What follows belongs to an exercise in optimizing a design on an open flow for small area, a short achievable clock period and few clock cycles; a production flow would make more cautious choices.
In this exercise RTL edits were held to simulation tests only and were not proved equivalent to the original.
Power and IR drop assume default switching activity.

File: design/flow/design.v
package lpmr_pkg;
  localparam int LEN_W  = 7;
  localparam int BYTE_W = 8;
  typedef enum logic {
    REQ_WRITE = 1'b0,
    REQ_READ  = 1'b1
  } req_kind_t;
  typedef enum logic [2:0] {
    ST_WRITE_OK       = 3'd0,
    ST_WRITE_FULL     = 3'd1,
    ST_READ_OK        = 3'd2,
    ST_READ_EMPTY     = 3'd3,
    ST_READ_TOO_SMALL = 3'd4
  } status_t;
  typedef struct packed {
    req_kind_t          req_type;
    logic               first;
    logic               last;
    logic [LEN_W-1:0]   msg_len;
    logic [BYTE_W-1:0]  data_byte;
    logic [BYTE_W-1:0]  read_capacity;
  } req_t;
  typedef struct packed {
    status_t            status;
    logic [LEN_W-1:0]   out_len;
    logic [BYTE_W-1:0]  out_byte;
    logic               byte_valid;
    logic               last_out;
  } result_t;
endpackage
module length_prefixed_message_ring #(
  parameter int RING_BYTES    = 1024,
  parameter int HEADER_BYTES  = 8,
  parameter int MAX_MSG_BYTES = 64
) (
  input  logic              clk,
  input  logic              rst,
  input  logic              start,
  input  lpmr_pkg::req_t    req,
  output logic              busy,
  output logic              result_valid,
  output lpmr_pkg::result_t result
);
  localparam int LW  = lpmr_pkg::LEN_W;
  localparam int UW  = $clog2(RING_BYTES);                  
  localparam int MAXN = (RING_BYTES - 1) / HEADER_BYTES;
  localparam int NFIT = (RING_BYTES - 1) / (HEADER_BYTES + MAX_MSG_BYTES);
  localparam int DMAX1 = NFIT * MAX_MSG_BYTES;
  localparam int DMAX2 = (RING_BYTES - 1) - (NFIT + 1) * HEADER_BYTES;
  localparam int DMAX  = (DMAX1 > DMAX2) ? DMAX1 : DMAX2;
  localparam int DN   = DMAX + 2;                           
  localparam int DW   = $clog2(DN + 1);
  localparam int LFN  = 1 << $clog2(MAXN + 1);              
  localparam int LFW  = $clog2(LFN);
  localparam int CW   = $clog2(MAXN + 1);
  localparam int QN   = 16;                                 
  localparam int QW   = $clog2(QN);
  localparam logic [LW-1:0] MAXL = LW'(MAX_MSG_BYTES);
  function automatic logic [DW-1:0] dinc(input logic [DW-1:0] p);
    if (p == DW'(DN - 1)) dinc = '0;
    else                  dinc = p + DW'(1);
  endfunction
  logic          iv;
  lpmr_pkg::req_t iw;
  logic          busy_q;
  assign busy = busy_q;
  always_ff @(posedge clk) begin
    iw <= req;
    if (rst) iv <= 1'b0;
    else     iv <= start && !busy_q;
  end
  logic [UW-1:0]  lused;        
  logic [CW-1:0]  lcount;       
  logic [LFW-1:0] lf_rd, lf_wr;
  logic [LW-1:0]  lf [LFN];
  logic [LW-1:0]  hlen;         
  logic           wopen, wref;
  logic [LW-1:0]  decl, brecv;
  logic [DW-1:0]  ctail, wptr;  
  logic [DW-1:0]  pcount;       
  logic [7:0]     dmem [DN];
  logic           wq_we;
  logic [DW-1:0]  wq_addr;
  logic [7:0]     wq_data;
  logic [2:0]     q_st  [QN];
  logic [LW-1:0]  q_len [QN];
  logic [QW-1:0]  q_h, q_t;
  logic [QW:0]    q_cnt;
  logic           s_act;
  logic [LW-1:0]  s_rem, s_len;
  logic [DW-1:0]  rptr;
  logic           is_wr, is_rd;
  logic           refuse_f, open_e, refused_e, store, discard, commit, closef;
  logic [LW-1:0]  br_e, decl_e, blen;
  logic [DW-1:0]  wptr_e, wptr_n;
  logic           push, remove;
  logic [2:0]     push_st;
  logic [LW-1:0]  push_len;
  logic [UW:0]    need;
  always_comb begin
    is_wr     = iv && (iw.req_type == lpmr_pkg::REQ_WRITE);
    is_rd     = iv && (iw.req_type == lpmr_pkg::REQ_READ);
    need      = {1'b0, lused} + (UW+1)'(iw.msg_len) + (UW+1)'(HEADER_BYTES);
    refuse_f  = (iw.msg_len > MAXL) || (need >= (UW+1)'(RING_BYTES));
    open_e    = iw.first | wopen;
    refused_e = iw.first ? refuse_f : wref;
    br_e      = iw.first ? '0 : brecv;
    decl_e    = iw.first ? iw.msg_len : decl;
    wptr_e    = iw.first ? ctail : wptr;
    store     = is_wr && open_e && !refused_e && (br_e < decl_e);
    discard   = is_wr && iw.first && wopen;
    closef    = is_wr && open_e && iw.last;
    commit    = closef && !refused_e;
    blen      = br_e + LW'(store);
    wptr_n    = store ? dinc(wptr_e) : wptr_e;
    push      = closef || is_rd;
    remove    = 1'b0;
    push_st   = lpmr_pkg::ST_WRITE_OK;
    push_len  = blen;
    if (is_wr) begin
      push_st  = refused_e ? lpmr_pkg::ST_WRITE_FULL : lpmr_pkg::ST_WRITE_OK;
      push_len = refused_e ? decl_e : blen;
    end else if (lcount == '0) begin
      push_st  = lpmr_pkg::ST_READ_EMPTY;
      push_len = '0;
    end else if (iw.read_capacity < {1'b0, hlen}) begin
      push_st  = lpmr_pkg::ST_READ_TOO_SMALL;
      push_len = hlen;
    end else begin
      push_st  = lpmr_pkg::ST_READ_OK;
      push_len = hlen;
      remove   = is_rd;
    end
  end
  logic           pop, emit_byte, stream_rd;
  logic [2:0]     h_st;
  logic [LW-1:0]  h_len;
  logic [QW:0]    q_cnt_n;
  logic [DW-1:0]  pcount_n;
  logic [7:0]     rbyte;
  always_comb begin
    rbyte     = dmem[rptr];
    h_st      = q_st[q_h];
    h_len     = q_len[q_h];
    pop       = !s_act && (q_cnt != '0);
    emit_byte = s_act || (pop && (h_st == lpmr_pkg::ST_READ_OK) && (h_len != '0));
    stream_rd = emit_byte;
    q_cnt_n   = q_cnt + (QW+1)'(push) - (QW+1)'(pop);
    pcount_n  = pcount + DW'(store) - DW'(stream_rd) - (discard ? DW'(brecv) : '0);
  end
  always_ff @(posedge clk) begin
    if (wq_we) dmem[wq_addr] <= wq_data;
    wq_addr <= wptr_e;
    wq_data <= iw.data_byte;
    if (commit) lf[lf_wr] <= blen;
    if (push) begin
      q_st[q_t]  <= push_st;
      q_len[q_t] <= push_len;
    end
    if (remove) hlen <= lf[lf_rd + LFW'(1)];
    else if (commit && (lcount == '0)) hlen <= blen;
    if (s_act) begin
      result.status     <= lpmr_pkg::ST_READ_OK;
      result.out_len    <= s_len;
      result.out_byte   <= rbyte;
      result.byte_valid <= 1'b1;
      result.last_out   <= (s_rem == LW'(1));
    end else begin
      result.status     <= lpmr_pkg::status_t'(h_st);
      result.out_len    <= h_len;
      result.out_byte   <= emit_byte ? rbyte : 8'h00;
      result.byte_valid <= emit_byte;
      result.last_out   <= !emit_byte || (h_len == LW'(1));
    end
    if (s_act) begin
      s_rem <= s_rem - LW'(1);
    end else begin
      s_rem <= h_len - LW'(1);
      s_len <= h_len;
    end
    if (rst) begin
      busy_q       <= 1'b0;
      lused        <= '0;
      lcount       <= '0;
      lf_rd        <= '0;
      lf_wr        <= '0;
      wopen        <= 1'b0;
      wref         <= 1'b0;
      decl         <= '0;
      brecv        <= '0;
      ctail        <= '0;
      wptr         <= '0;
      pcount       <= '0;
      wq_we        <= 1'b0;
      q_h          <= '0;
      q_t          <= '0;
      q_cnt        <= '0;
      s_act        <= 1'b0;
      rptr         <= '0;
      result_valid <= 1'b0;
    end else begin
      busy_q <= ((QW+1)'(QN) - q_cnt_n < (QW+1)'(2)) || (DW'(DN) - pcount_n < DW'(2));
      wq_we  <= store;
      if (is_wr && open_e) begin
        wopen <= !iw.last;
        wref  <= refused_e;
        decl  <= decl_e;
        brecv <= blen;
        wptr  <= wptr_n;
      end
      if (commit) begin
        ctail  <= wptr_n;
        lf_wr  <= lf_wr + LFW'(1);
        lcount <= lcount + CW'(1);
        lused  <= lused + UW'(blen) + UW'(HEADER_BYTES);
      end
      if (remove) begin
        lf_rd  <= lf_rd + LFW'(1);
        lcount <= lcount - CW'(1);
        lused  <= lused - UW'(hlen) - UW'(HEADER_BYTES);
      end
      pcount <= pcount_n;
      if (push) q_t <= q_t + QW'(1);
      if (pop)  q_h <= q_h + QW'(1);
      q_cnt <= q_cnt_n;
      result_valid <= s_act || pop;
      if (stream_rd) rptr <= dinc(rptr);
      if (s_act) begin
        if (s_rem == LW'(1)) s_act <= 1'b0;
      end else if (pop && emit_byte && (h_len != LW'(1))) begin
        s_act <= 1'b1;
      end
    end
  end
endmodule
module lpmr_top (
  input  logic       clk,
  input  logic       rst,
  input  logic       start,
  input  logic       req_type,
  input  logic       first,
  input  logic       last,
  input  logic [6:0] msg_len,
  input  logic [7:0] data_byte,
  input  logic [7:0] read_capacity,
  output logic       busy,
  output logic       result_valid,
  output logic [2:0] status,
  output logic [6:0] out_len,
  output logic [7:0] out_byte,
  output logic       byte_valid,
  output logic       last_out
);
  lpmr_pkg::req_t    req;
  lpmr_pkg::result_t result;
  assign req.req_type      = lpmr_pkg::req_kind_t'(req_type);
  assign req.first         = first;
  assign req.last          = last;
  assign req.msg_len       = msg_len;
  assign req.data_byte     = data_byte;
  assign req.read_capacity = read_capacity;
  length_prefixed_message_ring #(
    .RING_BYTES    (512),
    .HEADER_BYTES  (8),
    .MAX_MSG_BYTES (64)
  ) u_ring (
    .clk          (clk),
    .rst          (rst),
    .start        (start),
    .req          (req),
    .busy         (busy),
    .result_valid (result_valid),
    .result       (result)
  );
  assign status     = result.status;
  assign out_len    = result.out_len;
  assign out_byte   = result.out_byte;
  assign byte_valid = result.byte_valid;
  assign last_out   = result.last_out;
endmodule
File: design/flow/run.sh
#!/bin/bash
# synth_recipe.tcl (not shown) runs the flow's synth.tcl, then flattens the netlist and writes it again
# the make line also repeats each setting of config.mk as NAME=value (left out here)
make -C /OpenROAD-flow-scripts/flow DESIGN_CONFIG=/design/flow/config.mk WORK_HOME=/design/flow/orfs CLKGATE_MAP_FILE= SYNTH_SCRIPT=/design/flow/synth_recipe.tcl finish
File: design/flow/config.mk
export PLATFORM = sky130hd
export DESIGN_NAME = lpmr_top
export DESIGN_NICKNAME = lpmr_top
export VERILOG_FILES = /design/flow/design.v
export SDC_FILE = /design/flow/constraint.sdc
export NUM_CORES = 4
export LEC_CHECK = 0
export ABC_CLOCK_PERIOD_IN_PS = 3000
export CAP_MARGIN = 20
export CORE_MARGIN = 2
export CORE_UTILIZATION = 40
export SETUP_SLACK_MARGIN = 4.0
export SLEW_MARGIN = 20
File: design/flow/constraint.sdc
create_clock -name core_clock -period 8.0 [get_ports {clk}]
set_input_delay 1.6000 -clock core_clock [delete_from_list [all_inputs] [get_ports {clk}]]
set_output_delay 1.6000 -clock core_clock [all_outputs]
set_load 0.01 [all_outputs]
==> results of run 1 <==
## critical path, stage by stage (launching register included)
cell and delay, ns:
dfxtp_4 0.41, buf_8 0.16, mux4_2 0.51, mux4_2 0.52
inv_2 0.10, ha_4 0.13, nor3b_4 0.21, a2bb2oi_4 0.08
buf_12 0.15, clkinv_8 0.05, fa_2 0.18, inv_2 0.04
fa_1 0.51, inv_2 0.05, ha_4 0.16, fa_2 0.36
a21o_1 0.19, a21oi_2 0.16, o21bai_1 0.10, a21oi_1 0.17
xor2_1 0.21, nor2_1 0.07, a31o_2 0.23
## registers in the layout, summed over array words and instances, names as in the netlist, 8 cells and up, named ones only
name and cells:
u_ring.dmem 3600, u_ring.lf 448, u_ring.rptr 9, u_ring.ctail 9
u_ring.lused 9, u_ring.result 14, u_ring.wq_addr 9, u_ring.pcount 9
u_ring.q_len 112, u_ring.q_st 48, u_ring.wptr 9, u_ring.iw 26
u_ring.wq_data 8
## how the worst min path moves through the flow
stage / to / start / cells past startpoint
3_5_place_dp: u_ring.wq_data[1] / u_ring.iw[9] / 0
5_1_grt: u_ring.wq_data[4] / u_ring.iw[12] / 0
3_3_place_gp: u_ring.wq_data[6] / u_ring.iw[14] / 0
2_1_floorplan: u_ring.wq_data[0] / u_ring.iw[8] / 0
6_report: u_ring.wq_data[1] / u_ring.iw[9] / 0
4_1_cts: u_ring.wq_data[1] / u_ring.iw[9] / 0
## per-layer routing
metal	wire, um	GRT usage (%)	up-vias
met5	21	0	-
met4	11500	5.17	4
met3	36400	3.42	641
met2	217000	32.7	3851
met1	183000	28.4	46365
li1	-	-	35511
## layout by cell type, fill, tap and decap left out, types with 81 or more instances in the layout
master / count
clkinv_1: 103
nand2_1: 221
a22oi_1: 140
clkbuf_16: 449
ha_1: 85
mux2i_1: 267
clkbuf_1: 81
clkinv_2: 89
mux4_2: 1026
edfxtp_1: 4222
buf_4: 212
dfxtp_1: 145
nor2_1: 628
a21oi_1: 154
## report_power, final
| part | leakage, nW | internal [W] | total [W] | switching [W] |
|---|---|---|---|---|
| Sequential | 39.5 | 0.0253 | 0.0255 | 0.000183 |
| Clock | 6.98 | 0.0117 | 0.0205 | 0.00884 |
| Combinational | 12.8 | 0.00393 | 0.00810 | 0.00418 |
## logic make-up after synthesis
logic type / after synthesis
adder cells (fa/ha/maj): 109
XOR/XNOR: 70
multiplexers: 1353
AND/OR/NAND/NOR: 1255
AO/OA/AOI/OAI: 689
flip-flops: 4395
buffers and inverters: 587
## layout make-up
type,instances,area [um2]
clock inverters,290,2800
flip-flops and latches,4395,130000
clock buffers,530,11500
inverters,95,392
well taps,5687,7120
repair buffers,355,3810
diodes,13,32.5
fillers,35391,232000
multi-input cells,3478,40000
## what timing repair did
| item | 4_1_cts | 5_1_grt |
|---|---|---|
| pin swaps | 37 | 39 |
| setup buffers | 72 | 32 |
| resized for setup | 152 | 80 |
| setup endpoints to repair | 1016 | 381 |
| gates cloned | 4 | 3 |
## through the flow
stage,total power (W),utilization [%]
final,0.0541,45.8
after global routing,0.0558,45.8
after CTS,0.0544,45.6
after detailed placement,0.0336,41.9
after global placement,0.0336,41.9
after floorplan,0.0317,-
==> reports/qor.txt, run 1 <==
Worst Path Arrival: 5.78 ns
DP HPWL: 260000 um
Kind of critical path: flip-flop to flip-flop
Starting Density: 40.2%
Cell Count, Final, Fillers Out: 14843
Adder-Cell Fraction of Synth Area: 0.828%
CP Data Required Time: 8.84 ns
Chip Height: 660 um
Worst r2r dst: u_ring.busy_q
Placed insts: 13898
Max Transition Viols Final: 0
Main combinational cell family by area after synthesis: multiplexers
Gp weighted congestion: 0.806
Buffers on Ports: 50
Sequential area share after synthesis: 75.7%
Cell taking the most area after synthesis: edfxtp_1
R2R Setup Slk: 3.07 ns
CTS Buf Count: 440
DR WL/cell: 30.2 um
Slew Limit Headroom: 17.0%
Asr flop ratio synth: 0%
CTS tree: done
Register-to-Register Path Depth: 22
Overflow after GRT: 0
Die Wd: 660 um
Number of global-route vias before repair: 86496
Pre-CTS WS: 1.63 ns
Via Count: 86372
Clock tree sinks: 4395
Top-count cell post-synth: edfxtp_1
FP Rows: 240
Final setup margin: 3.07 ns
Post-Synth XOR/XNOR Area: 0.361%
Unrepaired setup endpoints after global routing: true
Mux cell area share after synthesis: 15.5%
Initial antenna violation count: 18
Max cap viols: 0
Type of origin of the critical path: flip-flop
Share of cells above drive strength 1: 24.7%
Outcome: no timing/DRC/antenna violations
Die Area: 435000 um2
Ports: 51
Hold Slack: 0.323 ns
Placed cell areas: 179000 um2
Root buffer cell: clkbuf_16
Post-synthesis cell count: 8458
Worst-path maximum fanout: 6
H-tree depth: 5
DRC errors left: 0
P&R area growth vs syn: 13.9%
Top_reg_cell synth: edfxtp_1
Fmax achieved: 203 MHz
Post-layout instance area: 196000 um2
Leakage: 59.3 nW
Post-route ant nets: 0
Synth Area in Compound Gates: 2.72%
Final setup TNS: 0 ns
Clk buf depth: 4
Type of destination of the critical path: flip-flop
Nets: 8903
Worst Skew: 0.0616 ns
Period utilization: 61.7%
Worst vdd ir: 0.000249 V
Core area: 428000 um2
First-pass GRT wire length: 638000 um
Clock latency (worst-skew pair): 1.00 ns
Initial DRC Count: 10316
Cts hold-fix bufs: 0
Worst Max-Slew Pin Slew: 1.25 ns
Largest cells by area after synthesis: edfxtp_1 (74%), mux4_2 (13%), dfxtp_1 (2.0%)
Synth Area in Simple Gates: 3.20%
Pin count of the biggest net entering global routing: 199
Synth unique cells: 81
Area of the mapped netlist: 172000 um2
Vias per inst: 5.82
DRT Wirelength: 448000 um
CTS clock-pin slew for the worst setup and hold paths: 0.06 ns
Yosys warns: 1
Final hold vios: 0
Synth top cells by count: edfxtp_1 (4222), mux4_2 (1026), nor2_1 (680), mux2i_1 (271), nand2_1 (236)
Crit path time final: 4.93 ns
Initial DRT Pass Iterations: 6
PD cells: 276 nW/um2
Post-synth EDFFs: 4222
Hold crit path type: flip-flop to flip-flop
Mean Syn Cell Area: 20.3 um2
Endpoints failing setup: 0
Synth top area share: 73.7%
End of the critical path: u_ring.busy_q
#FFs+latches synth: 4395
GR Util All Layers: 20.1%
Syn nets: 8596
Testbench counts, summed over its fixed seeds: cycles 22,410.
==> inputs of run 2 (changes only) <==
--- a/design/flow/config.mk
+++ b/design/flow/config.mk
@@ -7,3 +7,2 @@
 export LEC_CHECK = 0
-export ABC_CLOCK_PERIOD_IN_PS = 3000
 export CAP_MARGIN = 20
@@ -11,3 +10,2 @@
 export CORE_UTILIZATION = 40
-export SETUP_SLACK_MARGIN = 4.0
 export SLEW_MARGIN = 20
==> run 2 against run 1 <==
  * Total power fell by 0.35%
  * Fmax fell by 19%
  * Final cell count fell by 0.84%
  * Worst setup slack got worse by 1.2 ns
  * Critical path depth fell by 2
  * Utilization fell by 0.50 points
  * Global-route usage fell by 0.46 points
  * Flip-flop and latch count did not move
  * First-iteration DRC count fell by 4.7%
  * Cell area fell by 1.1%
  * Non-clock buffer count fell by 122
  * Hold slack improved by 0.00087 ns
  * Critical endpoint unchanged
  * Largest power group unchanged
  * Highest routed layer is now met4
==> reports/qor.txt, run 2 <==
Starting Density: 40.2% (unchanged)
FP Rows: 240 (unchanged)
Register-to-Register Path Depth: 20 (-9.1%)
Final hold vios: 0 (unchanged)
Cts hold-fix bufs: 0 (unchanged)
Top_reg_cell synth: edfxtp_1
Number of buffers added for setup after CTS: 0 (-100%)
Most frequent CP cell: fa_1
Bufs and invs on worst path: 4 (-2)
Ports: 51 (unchanged)
Clk buf depth: 4 (unchanged)
Yosys warns: 1 (unchanged)
#FFs+latches synth: 4395 (unchanged)
Final setup TNS: 0 ns (unchanged)
Die Wd: 660 um (unchanged)
Hold Path Depth: 0 (unchanged)
Final setup margin: 1.89 ns (-1.17 ns)
Slew Limit Headroom: 15.6% (-1.4 points)
Clock latency (worst-skew pair): 1.01 ns (about the same)
Gp weighted congestion: 0.816 (+1.2%)
GR Util All Layers: 19.7% (-0.46 points)
Asr flop ratio synth: 0% (unchanged)
Die Area: 435000 um2 (unchanged)
Syn nets: 8596 (unchanged)
Synth top area share: 73.7% (unchanged)
Worst Max-Slew Pin Slew: 1.27 ns (+0.0205 ns)
Crit path time final: 6.11 ns (+1.17 ns)
Worst Path Arrival: 6.97 ns (+1.19 ns)
Kind of critical path: flip-flop to flip-flop
Pin count of the biggest net entering global routing: 218 (+9.5%)
Root buffer cell: clkbuf_16
Endpoints failing setup: 0 (unchanged)
Initial DRC Count: 9831 (-4.7%)
Hold crit path type: flip-flop to flip-flop
Placed insts: 13886 (-0.086%)
Outcome: no timing/DRC/antenna violations
P&R area growth vs syn: 12.7%
Post-synth EDFFs: 4222 (unchanged)
Most common cell after layout, fill and taps aside: edfxtp_1
Number of global-route vias before repair: 85705 (-0.91%)
Top-count cell post-synth: edfxtp_1
Area of the multi-input gates: 39200 um2 (-2.1%)
Layout Utilization: 45.3% (-0.50 points)
Synth top cells by count: edfxtp_1 (4222), mux4_2 (1026), nor2_1 (680), mux2i_1 (271), nand2_1 (236)
Post-CTS Resized: 0 (-100%)
Overflow after GRT: 0 (unchanged)
Crit-path cells: mux4_2 > a22oi_1 > nand2_1 > nor4_1 > a2bb2oi_4 > inv_2 > buf_4 > fa_1 > inv_1 > fa_1 > inv_1 > ha_1 > fa_1 > a21o_1 > a21oi_1 > o21bai_1 > a21oi_1 > xor2_1 > nor2_1 > a31o_2
PD cells: 278 nW/um2 (+0.75%)
Worst vdd ir: 0.000228 V (-8.5%)
DRT Wirelength: 436000 um (-2.8%)
Buffers on Ports: 50 (unchanged)
Max cap viols: 0 (unchanged)
CTS clock-pin slew for the worst setup and hold paths: 0.06 ns (about the same)
Via Count: 84836 (-1.8%)
Mean Syn Cell Area: 20.3 um2 (unchanged)
CP Data Required Time: 8.86 ns (+0.02 ns)
Fmax achieved: 164 MHz (-19%)
Type of destination of the critical path: flip-flop
Synth unique cells: 81 (unchanged)
Initial antenna violation count: 20 (+2)
H-tree depth: 5 (unchanged)
Cell Count, Final, Fillers Out: 14718 (-0.84%)
DP HPWL: 256000 um (-1.5%)
Clock tree sinks: 4395 (unchanged)
Vias per inst: 5.76 (-0.94%)
Sequential area share after synthesis: 75.7% (unchanged)
Unrepaired setup endpoints after global routing: false
CTS Buf Count: 437 (-0.68%)
Regs by FF count: u_ring.dmem: 3600 flops, u_ring.lf: 448 flops, u_ring.q_len: 112 flops
Commonest cells after routing, fill and taps aside: edfxtp_1 (4222), mux4_2 (1026), nor2_1 (672)
Worst Skew: 0.0753 ns (+0.0137 ns)
Largest cells by area after synthesis: edfxtp_1 (74%), mux4_2 (13%), dfxtp_1 (2.0%)
CTS tree: done
DR WL/cell: 29.6 um (-1.9%)
Chip Height: 660 um (unchanged)
Type of origin of the critical path: flip-flop
Area of the mapped netlist: 172000 um2 (unchanged)
CP top delay family: adder cells
Max reg flops: 3600 (unchanged)
Nets: 8776 (-1.4%)
Max Transition Viols Final: 0 (unchanged)
Post-route ant nets: 0 (unchanged)
Initial DRT Pass Iterations: 6 (unchanged)
Pre-CTS WS: 1.92 ns (+0.294 ns)
Slowest CP cell: nor4_1
Register area: 130000 um2 (about the same)
Crit. path cell count: 20 (-9.1%)
First-pass GRT wire length: 625000 um (-2.1%)
Fill cells: 35548 (+0.44%)
Top reg by flops: u_ring.dmem
DRC errors left: 0 (unchanged)
Post-synthesis cell count: 8458 (unchanged)
Worst-path maximum fanout: 32 (+26)
Critical Path Max Stage Delay: 0.89 ns (+0.37 ns)
Period utilization: 76.3% (+15 points)
Leakage: 58.6 nW (-1.1%)
Core area: 428000 um2 (unchanged)
Cell taking the most area after synthesis: edfxtp_1
Share of cells above drive strength 1: 22.1% (-2.6 points)
## run 2: stage by stage
step           cell area (um2)  hold slack (ns)  power, W
2_1_floorplan           172000            0.310    0.0317
3_3_place_gp            179000            0.312    0.0335
3_5_place_dp            179000            0.313    0.0336
4_1_cts                 194000            0.325    0.0544
5_1_grt                 194000            0.330    0.0556
6_report                194000            0.324    0.0539
## run 2: area by class of cell
type / count / area share (%)
clock inverter: 291 / 1.66
sequential: 4395 / 67.2
timing repair buffer: 233 / 1.14
tap: 5687 / 3.67
clock buffer: 531 / 5.91
multi-input combinational: 3476 / 20.2
antenna: 10 / 0.0129
inverter: 95 / 0.187
## run 2: logic make-up (layout without fill, tap and decap cells)
family | after synthesis | count (layout) | share of synthesized area [%]
flip-flops | 4395 | 4395 | 75.7
multiplexers | 1353 | 1353 | 15.5
AND/OR/NAND/NOR | 1255 | 1255 | 3.20
AO/OA/AOI/OAI | 689 | 689 | 2.72
buffers and inverters | 587 | 1150 | 1.69
adder cells (fa/ha/maj) | 109 | 109 | 0.828
XOR/XNOR | 70 | 70 | 0.361
other | 0 | 10 | 0
## run 2: per-layer routing
layer / wire length, um / vias to the layer above / track usage (%) / share of wire (%)
li1: - / 35215 / - / -
met1: 180000 / 45486 / 27.8 / 41
met2: 211000 / 3552 / 31.8 / 48
met3: 33200 / 583 / 3.37 / 7.6
met4: 11300 / 0 / 5.22 / 2.6
met5: 0 / - / 0 / 0
## run 2: where the power goes
| part | switching, W | leakage, nW | internal (W) |
|---|---|---|---|
| clock | 0.00883 | 7.15 | 0.0121 |
| sequential | 0.000263 | 39.5 | 0.0253 |
| combinational | 0.00387 | 12.0 | 0.00354 |
## run 2: final timing paths
| kind | startpoint | endpoint | slack, ns |
|---|---|---|---|
| hold / removal | u_ring.iw[10] | u_ring.wq_data[2] | 0.32 |
| hold reg to reg | u_ring.iw[10] | u_ring.wq_data[2] | 0.32 |
| setup reg to reg | flip-flop | u_ring.busy_q | 1.89 |
| setup / recovery | flip-flop | u_ring.busy_q | 1.89 |

separate check: timing with driven ports:
The flow's constraints put no driver on any port. The routed layouts listed below were extracted and timed again, unchanged, in two steps.
Step 1 (the two cells are an assumption about what drives the block):
set clk [get_ports {clk}]
set_driving_cell -lib_cell sky130_fd_sc_hd__clkbuf_16 $clk
set_driving_cell -lib_cell sky130_fd_sc_hd__buf_2 [delete_from_list [all_inputs] $clk]
Step 2 also shifts input and output timing later by t, the mid clock arrival at the registers, as if the neighbouring blocks saw the same clock.
Slacks: no drivers / after step 1 / after step 2; pairs: no drivers / after step 1.
run | shift t [ns] | setup WS [ns] | slew at the worst register clock pin (ns)
run 1 | 1.080 | 3.068 / 3.068 / 3.068 | 0.07 / 0.07
run 2 | 1.081 | 1.895 / 1.895 / 1.895 | 0.07 / 0.07
After both steps every run listed still meets setup and hold.
